Context: an optimization exercise on an open-source flow, tuned for small area and a short achievable clock period. The choices shown serve that exercise and are no tape-out recipe. Only simulation tests tie the RTL to the original design; equivalence was not proved.

==> flow/design.v (excerpt) <==
module awgn_gen (
	input  wire logic clk,
	input  wire logic rst_n,
	input  wire logic run,
	input  wire logic [snr_pkg::snr_width-1:0] snr_db,
	input  wire logic snr_load,
	output logic signed [awgn_pkg::sample_width-1:0] awgn_out,
	output logic signed [awgn_pkg::quant_width-1:0] awgn_out_quant,
	output logic signed [snr_pkg::noise_width-1:0] noise_out,
	output logic sample_valid,
	output logic snr_err
);
For scale: roughly 900 cells after synthesis, roughly 89 flip-flops, about 57 I/O pins, about 7800 sq um of cells after synthesis.
clock: 7.5 ns
lec_check: 0
abc_clock_period_in_ps: 2500
cap_margin: 20
core_margin: 2
core_utilization: 40
setup_slack_margin: 4.8
slew_margin: 20
synth_memory_max_bits: 16384
run.sh (not shown) runs the stock make flow with config.mk's settings and CLKGATE_MAP_FILE= SYNTH_SCRIPT=/design/flow/synth_recipe.tcl, a recipe that flattens the netlist after the stock synthesis.
Rerun with:
ABC_CLOCK_PERIOD_IN_PS = default   (was 2500)
SETUP_SLACK_MARGIN = default   (was 4.8)
What happened: The changed run went through all stages and came out clean. Flip-flop and latch count is unchanged. Non-clock buffer count decreases by 68. Cell count shrinks by 5.5%. Worst hold slack stays flat. Setup slack is worse by 890 ps. Die area does not change. Area after synthesis does not change. Routed wire length fell by 10%. Final area drops by 9.4%.

---

== juniper ==
awgn_gen, a different RTL version from the one above (not shown whole).
For scale: roughly 870 cells after synthesis, ~0.0079 mm2 of cells after synthesis.
export LEC_CHECK = 0
export ABC_CLOCK_PERIOD_IN_PS = 2000
export CAP_MARGIN = 20
export CORE_MARGIN = 2
export CORE_UTILIZATION = 60
export SETUP_SLACK_MARGIN = 5.0
export SLEW_MARGIN = 20
export SYNTH_MEMORY_MAX_BITS = 16384
create_clock -name core_clock -period 7.5 [get_ports {clk}]
standard.sh (not shown) runs the stock make flow with config.mk's settings and CLKGATE_MAP_FILE= SYNTH_SCRIPT=/design/flow/synth_recipe.tcl, a recipe that flattens the netlist after the stock synthesis.
==> flow/flow/run.sh <==
#!/bin/bash
# Standard layout, with the port buffers made from buf_2 cells instead of
# the default pick (a slow delay buffer). Each tool's output goes to a log here.
set -euo pipefail
export BUFFER_PORTS_ARGS="-buffer_cell sky130_fd_sc_hd__buf_2"
bash standard.sh > standard_make.log 2>&1
Inputs modified between juniper and willow:
Settings: SETUP_SLACK_MARGIN: 5.0 -> 4.8; CAP_MARGIN: 20 -> 0; SLEW_MARGIN: 20 -> 0.
==> flow/run.sh (new file) <==
#!/bin/bash
# synth_recipe.tcl (not shown) runs the flow's synth.tcl, then flattens the netlist and writes it again
# the make line also repeats each setting of config.mk as NAME=value (left out here)
make -C /OpenROAD-flow-scripts/flow DESIGN_CONFIG=/design/flow/config.mk WORK_HOME=/design/flow/orfs CLKGATE_MAP_FILE= SYNTH_SCRIPT=/design/flow/synth_recipe.tcl finish
removed: flow/flow/run.sh
removed: flow/standard.sh
Findings:
The count of clock-buffer cells in the layout of willow is lower than that of juniper.
Between willow and juniper, it is willow whose worst hold margin is lower, by 5.9 ps.
willow reports its slowest cell on the critical path as sky130_fd_sc_hd__fa_1 while juniper reports sky130_fd_sc_hd__fa_2.
[inputs] raven vs willow
Settings: CORE_UTILIZATION changed from 60 to 40; SLEW_MARGIN changed from 0 to 20; SETUP_SLACK_MARGIN changed from 4.8 to 4.6; CAP_MARGIN changed from 0 to 20.
### Flow results
- raven | status: complete | timing, DRC, antenna: pass
- [raven vs willow] final critical-path required period: higher in raven
- Of willow and raven, raven shows the lower setup slack, with willow above it.
- Non-clock buffer count: raven < willow
- Comparing willow and raven, the higher critical path depth in cells was measured on willow.
- Total cell area at the placement stage: raven > willow

---

Another version of the RTL of awgn_gen (not shown whole).
For scale: ~1000 cells after synthesis, about 57 I/O pins, roughly 7400 um2 of cells after synthesis.
clock: 7.5 ns
lec_check: 0
cap_margin: 20
core_margin: 2
core_utilization: 50
cts_buf_list: sky130_fd_sc_hd__clkbuf_4 sky130_fd_sc_hd__clkbuf_8
cts_cluster_size: 30
setup_slack_margin: 4.9
slew_margin: 20
synth_memory_max_bits: 16384
==> flow/flow/run.sh <==
#!/bin/bash
# Standard synthesis, then the combinational logic is mapped again by ABC
# with a delay target. The registers and tie cells are kept as they are (same
# instances, names and cells); the run checks that and falls back to the
# standard netlist otherwise. Then the standard layout from floorplan on,
# with buf_1 port buffers. Each tool's output goes to a log here.
set -euo pipefail
here=$(pwd)
export BUFFER_PORTS_ARGS="-buffer_cell sky130_fd_sc_hd__buf_1"
YOSYS=${FLOW_HOME}/../tools/install/yosys/bin/yosys
PLAT=${FLOW_HOME}/platforms/${FLOW_PLATFORM}
LIB=${PLAT}/lib/sky130_fd_sc_hd__tt_025C_1v80.lib
RES=${here}/orfs/results/${FLOW_PLATFORM}/awgn_gen/base

bash standard.sh synth > standard_synth.log 2>&1

cp "${RES}/1_2_yosys.v" "${here}/synth_standard.v"
DONT_USE=$(sed -n '/DONT_USE_CELLS += /,/^$/p' "${PLAT}/config.mk" | tr -d '\\' | tr ' ' '\n' | grep '^sky130' | sed 's/^/-dont_use /' | tr '\n' ' ')
printf 'set_driving_cell sky130_fd_sc_hd__buf_1\nset_load 5\n' > "${here}/remap.constr"

# 1. flatten the combinational cells into logic, keep registers and tie cells
#    as instances, and map the logic again
cat > "${here}/remap.ys" <<EOY
read_liberty -ignore_miss_func ${LIB}
read_verilog ${here}/synth_standard.v
hierarchy -top ${FLOW_TOP}
setattr -mod -set keep_hierarchy 1 sky130_fd_sc_hd__*df* sky130_fd_sc_hd__conb_1
flatten
select ${FLOW_TOP}
rename -hide w:*.*
select -clear
opt -purge
abc -script ${here}/flow/remap.abc -liberty ${LIB} ${DONT_USE} -constr ${here}/remap.constr -D 1400
opt_clean -purge
select ${FLOW_TOP}
write_verilog -noattr -nohex -nodec -selected ${here}/synth_remap_raw.v
EOY
"${YOSYS}" -s "${here}/remap.ys" > remap_yosys.log 2>&1

# 2. connect output ports straight to their drivers again
python3 "${here}/flow/fix_aliases.py" "${here}/synth_remap_raw.v" "${here}/synth_remap_fixed.v" > fix_aliases.log 2>&1

# 3. tie cells and pass-through buffers as the standard synthesis makes them
cat > "${here}/remap2.ys" <<EOY
read_liberty -lib ${LIB}
read_verilog ${here}/synth_remap_fixed.v
hierarchy -check -top ${FLOW_TOP}
hilomap -singleton -hicell sky130_fd_sc_hd__conb_1 HI -locell sky130_fd_sc_hd__conb_1 LO
splitnets
opt_clean -purge
insbuf -buf sky130_fd_sc_hd__buf_4 A X
opt_clean -purge
write_verilog -noattr -nohex -nodec ${here}/synth_remapped.v
EOY
"${YOSYS}" -s "${here}/remap2.ys" > remap2_yosys.log 2>&1

# the registers must be the standard synthesis's, instance for instance
grep -E '^\s+sky130_fd_sc_hd__\S*df\S* ' "${here}/synth_standard.v" | sort > flops_standard.txt
grep -E '^\s+sky130_fd_sc_hd__\S*df\S* ' "${here}/synth_remapped.v" | sort > flops_remapped.txt
if [[ -s flops_standard.txt ]] && cmp -s flops_standard.txt flops_remapped.txt && ! grep -q '^\s*assign ' "${here}/synth_remapped.v"; then
	cp "${here}/synth_remapped.v" "${RES}/1_2_yosys.v"
	rm -f "${RES}/1_synth.odb" "${RES}/1_synth.sdc"
	echo "using the remapped netlist" >> remap_yosys.log
else
	echo "remap changed the registers or left assigns; using the standard netlist" >> remap_yosys.log
fi

bash standard.sh > standard_make.log 2>&1
==> flow/flow/remap.abc <==
strash
dch -f
map -D 1400
topo
buffer -p
upsize -D 1400
dnsize -D 1400
Other scripts of this flow, unchanged in this note and not shown: flow/flow/fix_aliases.py
==> next run, changes <==
CORE_UTILIZATION = 60   (was 50)
CTS_BUF_LIST = sky130_fd_sc_hd__clkbuf_8 sky130_fd_sc_hd__clkbuf_16   (was sky130_fd_sc_hd__clkbuf_4 sky130_fd_sc_hd__clkbuf_8)
CTS_CLUSTER_DIAMETER = 100   (was default)
CTS_CLUSTER_SIZE = 50   (was 30)
SETUP_SLACK_MARGIN = 4.8   (was 4.9)
Outcome:
- area after synthesis stays the same
- synthesized cell count does not change
- clock skew fell by 3.1 ps
- sequential share of layout area stays flat
- count of clock-buffer cells in the layout stays the same
- first-iteration DRC count went down by 1.7%
- die area went down by about 16%
==> next run, changes <==
--- a/flow/flow/run.sh
+++ b/flow/flow/run.sh
@@ -9 +9 @@
-export BUFFER_PORTS_ARGS="-buffer_cell sky130_fd_sc_hd__buf_1"
+export BUFFER_PORTS_ARGS="-buffer_cell sky130_fd_sc_hd__buf_2"
CTS_BUF_LIST = sky130_fd_sc_hd__clkbuf_4 sky130_fd_sc_hd__clkbuf_8   (was sky130_fd_sc_hd__clkbuf_8 sky130_fd_sc_hd__clkbuf_16)
CTS_CLUSTER_DIAMETER = default   (was 100)
CTS_CLUSTER_SIZE = 30   (was 50)
SETUP_SLACK_MARGIN = 4.9   (was 4.8)
Result: The new run completed with no timing, DRC or antenna violations; design area went up slightly; maximum frequency rose by a few percent; critical path depth decreases by 3; routed wire length rises by a few percent; clock-buffer cell count goes up by 1; global-route usage rises by 0.35 points.
==> next run, changes <==
--- a/flow/flow/run.sh
+++ b/flow/flow/run.sh
@@ -9 +9 @@
-export BUFFER_PORTS_ARGS="-buffer_cell sky130_fd_sc_hd__buf_2"
+export BUFFER_PORTS_ARGS="-buffer_cell sky130_fd_sc_hd__buf_1"
@@ -33 +33 @@
-abc -script ${here}/flow/remap.abc -liberty ${LIB} ${DONT_USE} -constr ${here}/remap.constr -D 1400
+abc -script ${here}/flow/remap.abc -liberty ${LIB} ${DONT_USE} -constr ${here}/remap.constr -D 1800
==> flow/flow/remap.abc (replaced) <==
strash
dch -f
map -D 1800
topo
buffer -p
upsize -D 1800
dnsize -D 1800
Result: The new run produced a clean layout. Worst setup slack gets worse by 33 ps. Cell count goes up by 2.4%. Hold slack barely changes. Via count goes down by 0.57%. Synthesized cell count goes up by 1.5%. Non-clock buffer count goes up by 11.

[afterwards: timing with drivers on the ports]
No port has a modelled driver above. Below, the same layouts with a new extraction and two added sets of constraints.
Step 1, drivers: a clkbuf_16 drives clk and a buf_2 each remaining input, both assumed.
Step 2 moves the port delays by t, midway between the first and last clock arrival at a register: inputs arrive t later, outputs are due t later. That takes back most of the time a late clock gives input paths.
Three values: ideal, step 1, step 2; two values: the first two.
run	t (ns)	setup WS [ns]	worst hold slack (ns)	worst setup path after step 2	pins driven straight from the clock port
the first run of note 1	0.395	3.875 / 3.875 / 3.875	0.348 / 0.348 / 0.348	register to register	1
the second run of note 1	0.392	2.988 / 2.988 / 2.988	0.347 / 0.347 / 0.347	register to register	1
juniper	0.397	4.866 / 4.850 / 4.836	0.367 / 0.367 / 0.367	input to register	1
willow	0.397	4.813 / 4.789 / 4.547	0.361 / 0.361 / 0.361	input to register	1
raven	0.390	4.644 / 4.604 / 4.436	0.353 / 0.353 / 0.353	input to register	1
the first run of note 3	0.409	4.951 / 4.916 / 4.691	0.373 / 0.373 / 0.373	input to register	1
the second run of note 3	0.388	4.833 / 4.843 / 4.455	0.367 / 0.367 / 0.367	input to register	1
the third run of note 3	0.410	4.949 / 4.913 / 4.697	0.359 / 0.359 / 0.359	input to register	1
the fourth run of note 3	0.416	4.916 / 4.879 / 4.724	0.356 / 0.356 / 0.356	input to register	1
After both steps every run listed still meets setup and hold. For the second run of note 3, which loses most, drivers alone change the setup slack by +0.010 ns; drivers and shift together by -0.378 ns.
